From an optimization exercise on the open Yosys and OpenROAD flow, aimed at small area; shortcuts taken in it are not production practice. In this exercise RTL edits were held to simulation tests only and were not proved equivalent to the original. Power and IR drop assume default switching activity.

// servo_pwm_with_nibble_command_link_top
module servo_pwm_with_nibble_command_link_top #(
    parameter int SERVO_COUNT = 3
) (
    input  logic                              clk,
    input  logic                              rst_n,
    input  logic                              in_valid,
    output logic                              in_stall,
    input  logic [spwm_pkg::NIB_W-1:0]        port_nibble,
    output logic                              out_valid,
    input  logic                              out_stall,
    output logic [spwm_pkg::PWM_W-1:0]        pwm_levels,
    output logic [spwm_pkg::CLAW_W-1:0]       claw_event,
    output logic                              frame_error,
    input  logic                              cfg_valid,
    output logic                              cfg_ready,
    input  logic [spwm_pkg::REG_IDX_W-1:0]    cfg_index,
    input  logic [spwm_pkg::CNT_W-1:0]        cfg_data
);
    function automatic logic ge16(input logic [15:0] x, input logic [15:0] y);
        logic c;
        c = 1'b1;
        for (int i = 0; i < 16; i++)
            c = (x[i] & ~y[i]) | ((x[i] | ~y[i]) & c);
        ge16 = c;
    endfunction
    function automatic logic ge9(input logic [8:0] x, input logic [8:0] y);
        logic c;
        c = 1'b1;
        for (int i = 0; i < 9; i++)
            c = (x[i] & ~y[i]) | ((x[i] | ~y[i]) & c);
        ge9 = c;
    endfunction
    function automatic logic ges10(input logic [9:0] x, input logic [9:0] y);
        logic c;
        logic [9:0] xs, ys;
        xs = {~x[9], x[8:0]};
        ys = {~y[9], y[8:0]};
        c = 1'b1;
  ...
==> flow/config.mk <==
export PLATFORM = sky130hd
export DESIGN_NAME = servo_pwm_with_nibble_command_link_top
export DESIGN_NICKNAME = servo_pwm_with_nibble_command_link_top
export VERILOG_FILES = /design/flow/design.v
export SDC_FILE = /design/flow/constraint.sdc
export NUM_CORES = 4
export LEC_CHECK = 0
export ABC_AREA = 1
export CAP_MARGIN = 20
export CORE_MARGIN = 2
export CORE_UTILIZATION = 40
export CTS_BUF_LIST = sky130_fd_sc_hd__clkbuf_8
export SLEW_MARGIN = 20
==> flow/constraint.sdc <==
create_clock -name core_clock -period 12.0 [get_ports {clk}]
set_input_delay 2.4000 -clock core_clock [delete_from_list [all_inputs] [get_ports {clk}]]
set_output_delay 2.4000 -clock core_clock [all_outputs]
set_load 0.01 [all_outputs]
standard.sh (not shown) runs the stock make flow with config.mk's settings and CLKGATE_MAP_FILE= SYNTH_SCRIPT=/design/flow/synth_recipe.tcl, a recipe that flattens the netlist after the stock synthesis.
==> flow/flow/run.sh <==
#!/bin/bash
set -euo pipefail
W=$(pwd)
RES=orfs/results/${FLOW_PLATFORM}/servo_pwm_with_nibble_command_link_top/base
export AREA_ABC_SCRIPT=$W/flow/abc_area.script

# reference: the standard synthesis, in a folder of its own
sed "s|WORK_HOME=[^ ]*|WORK_HOME=$W/ref|" standard.sh > ref_standard.sh
bash ref_standard.sh synth > synth_ref.log 2>&1

# the area synthesis and the rest of the layout
sed "s|SYNTH_SCRIPT=[^ ]*|SYNTH_SCRIPT=$W/flow/synth_area.tcl|" standard.sh > area_standard.sh
bash area_standard.sh synth > synth_area.log 2>&1

python3 flow/flops.py ref/results/${FLOW_PLATFORM}/servo_pwm_with_nibble_command_link_top/base/1_2_yosys.v > flops_ref.txt
python3 flow/flops.py $RES/1_2_yosys.v > flops_area.txt
if ! cmp -s flops_ref.txt flops_area.txt || [ ! -s flops_ref.txt ]; then
  echo "flip-flops differ from the standard synthesis; using the standard netlist" | tee fallback.txt
  rm -f $RES/1_synth.odb $RES/1_synth.sdc
  cp ref/results/${FLOW_PLATFORM}/servo_pwm_with_nibble_command_link_top/base/1_2_yosys.v $RES/1_2_yosys.v
  bash area_standard.sh synth > synth_fallback.log 2>&1
fi

bash area_standard.sh "BUFFER_PORTS_ARGS=-buffer_cell sky130_fd_sc_hd__buf_1" finish > layout.log 2>&1
==> flow/flow/abc_area.script <==
strash
&get -n
&fraig -x
&put
strash
balance
rewrite
refactor
balance
rewrite -z
rewrite -z
balance
refactor -z
rewrite -z
balance
dch -f
map -a
topo
==> flow/flow/flops.py <==
# Lists a netlist's flip-flops as "name celltype" (drive strength removed), sorted.
import re, sys
cells = []
for line in open(sys.argv[1]):
    m = re.match(r'\s*(sky130_fd_sc_hd__(?:df|edf|sdf|dl)\w*?)(?:_\d+)?\s+(\S+)\s*\(', line)
    if m:
        cells.append(f"{m.group(2)} {m.group(1)}")
print("\n".join(sorted(cells)))
==> flow/flow/synth_area.tcl <==
# The standard synthesis script (synth_recipe.tcl), with one change: the final ABC
# technology mapping runs an area-oriented script (flow/abc_area.script) in place of
# ORFS's timing-driven one, and only full adders (not half adders) are extracted as adder
# cells. Registers and their names are untouched by these steps.
proc synth {args} { yosys synth -nofsm -noshare {*}$args }
proc abc {args} {
  set i [lsearch -exact $args -script]
  if { $i >= 0 } { lset args [expr {$i + 1}] $::env(AREA_ABC_SCRIPT) }
  yosys abc {*}$args
}
proc extract_fa {args} { yosys extract_fa -fa }
source $::env(SCRIPTS_DIR)/synth.tcl
# left out here: clear keep_hierarchy, flatten, clean up, hide names made inside functions, write 1_2_yosys.v
Change:
==> flow/run.sh (new file) <==
#!/bin/bash
# synth_recipe.tcl (not shown) runs the flow's synth.tcl, then flattens the netlist and writes it again
# the make line also repeats each setting of config.mk as NAME=value (left out here)
make -C /OpenROAD-flow-scripts/flow DESIGN_CONFIG=/design/flow/config.mk WORK_HOME=/design/flow/orfs CLKGATE_MAP_FILE= SYNTH_SCRIPT=/design/flow/synth_recipe.tcl finish
- CTS_BUF_LIST: sky130_fd_sc_hd__clkbuf_8 -> unset
removed: flow/flow/run.sh
removed: flow/flow/abc_area.script
removed: flow/flow/flops.py
removed: flow/flow/synth_area.tcl
removed: flow/standard.sh
After rerunning:
- The changed run ran to the end with no violations
- via count went up by about 8%
- design area went up by about 12%
- synthesized cell count went up by about 17%
- first-iteration DRC count went up by 25%
Change:
==> flow/flow/run.sh (new file) <==
#!/bin/bash
set -euo pipefail
W=$(pwd)
RES=orfs/results/${FLOW_PLATFORM}/servo_pwm_with_nibble_command_link_top/base
export AREA_ABC_SCRIPT=$W/flow/abc_area.script

# reference: the standard synthesis, in a folder of its own
sed "s|WORK_HOME=[^ ]*|WORK_HOME=$W/ref|" standard.sh > ref_standard.sh
bash ref_standard.sh synth > synth_ref.log 2>&1

# the area synthesis and the rest of the layout
sed "s|SYNTH_SCRIPT=[^ ]*|SYNTH_SCRIPT=$W/flow/synth_area.tcl|" standard.sh > area_standard.sh
bash area_standard.sh synth > synth_area.log 2>&1

python3 flow/flops.py ref/results/${FLOW_PLATFORM}/servo_pwm_with_nibble_command_link_top/base/1_2_yosys.v > flops_ref.txt
python3 flow/flops.py $RES/1_2_yosys.v > flops_area.txt
if ! cmp -s flops_ref.txt flops_area.txt || [ ! -s flops_ref.txt ]; then
  echo "flip-flops differ from the standard synthesis; using the standard netlist" | tee fallback.txt
  rm -f $RES/1_synth.odb $RES/1_synth.sdc
  cp ref/results/${FLOW_PLATFORM}/servo_pwm_with_nibble_command_link_top/base/1_2_yosys.v $RES/1_2_yosys.v
  bash area_standard.sh synth > synth_fallback.log 2>&1
fi

bash area_standard.sh "BUFFER_PORTS_ARGS=-buffer_cell sky130_fd_sc_hd__buf_1" finish > layout.log 2>&1
==> flow/flow/abc_area.script (new file) <==
strash
&get -n
&fraig -x
&put
strash
balance
rewrite
refactor
balance
rewrite -z
rewrite -z
balance
refactor -z
rewrite -z
balance
dch -f
map -a
topo
==> flow/flow/flops.py (new file) <==
# Lists a netlist's flip-flops as "name celltype" (drive strength removed), sorted.
import re, sys
cells = []
for line in open(sys.argv[1]):
    m = re.match(r'\s*(sky130_fd_sc_hd__(?:df|edf|sdf|dl)\w*?)(?:_\d+)?\s+(\S+)\s*\(', line)
    if m:
        cells.append(f"{m.group(2)} {m.group(1)}")
print("\n".join(sorted(cells)))
==> flow/flow/synth_area.tcl (new file) <==
# The standard synthesis script (synth_recipe.tcl), with one change: the final ABC
# technology mapping runs an area-oriented script (flow/abc_area.script) in place of
# ORFS's timing-driven one, and only full adders (not half adders) are extracted as adder
# cells. Registers and their names are untouched by these steps.
proc synth {args} { yosys synth -nofsm -noshare {*}$args }
proc abc {args} {
  set i [lsearch -exact $args -script]
  if { $i >= 0 } { lset args [expr {$i + 1}] $::env(AREA_ABC_SCRIPT) }
  yosys abc {*}$args
}
proc extract_fa {args} { yosys extract_fa -fa }
source $::env(SCRIPTS_DIR)/synth.tcl
# left out here: clear keep_hierarchy, flatten, clean up, hide names made inside functions, write 1_2_yosys.v
==> flow/standard.sh (new file) <==
#!/bin/bash
# synth_recipe.tcl (not shown) runs the flow's synth.tcl, then flattens the netlist and writes it again
# the make line also repeats each setting of config.mk as NAME=value (left out here)
make -C /OpenROAD-flow-scripts/flow DESIGN_CONFIG=/design/flow/config.mk WORK_HOME=/design/flow/orfs CLKGATE_MAP_FILE= SYNTH_SCRIPT=/design/flow/synth_recipe.tcl "${@:-finish}"
- CTS_BUF_LIST: unset -> sky130_fd_sc_hd__clkbuf_8
- CTS_CLUSTER_DIAMETER: unset -> 40
- CTS_CLUSTER_SIZE: unset -> 12
removed: flow/run.sh
Count of clock-buffer cells in the layout rises by 1.
Critical path depth rises by 7.
Non-clock buffer count rises by 1.
Fmax falls by 6.7%.
Register-to-register slack gets worse by 1800 ps.
Cell area falls by about 10%.
Combinational power falls by 54%.
Change:
- CTS_BUF_LIST: sky130_fd_sc_hd__clkbuf_8 -> sky130_fd_sc_hd__clkbuf_4 sky130_fd_sc_hd__clkbuf_8 sky130_fd_sc_hd__clkbuf_16
- CTS_CLUSTER_DIAMETER: 40 -> unset
- CTS_CLUSTER_SIZE: 12 -> unset
=> Clock power goes up by about 33%. Cell area goes up by about 1.6%. Critical path depth does not change.

==> re-timing with driven ports <==
Ports are ideal in the flow. The routed layouts listed here were re-timed in OpenROAD.
Step 1, drivers: a clkbuf_16 drives clk and a buf_2 each remaining input, both assumed.
Step 2 also shifts input and output timing later by t, the mid clock arrival at the registers, as if the neighbouring blocks saw the same clock.
a / b / c = no drivers / after step 1 / after step 2; a / b = the first two.
run | t, ns | setup slack, ns | worst setup path after step 2
the first run | 0.514 | 1.133 / 1.133 / 1.133 | register to register
the second run | 0.483 | 1.856 / 1.880 / 1.397 | input to register
the third run | 0.514 | 1.133 / 1.133 / 1.133 | register to register
the fourth run | 0.478 | 1.146 / 1.146 / 1.146 | register to register
After both steps every run listed still meets setup and hold. For the second run, which loses most, drivers alone change the setup slack by +0.024 ns; drivers and shift together by -0.459 ns.
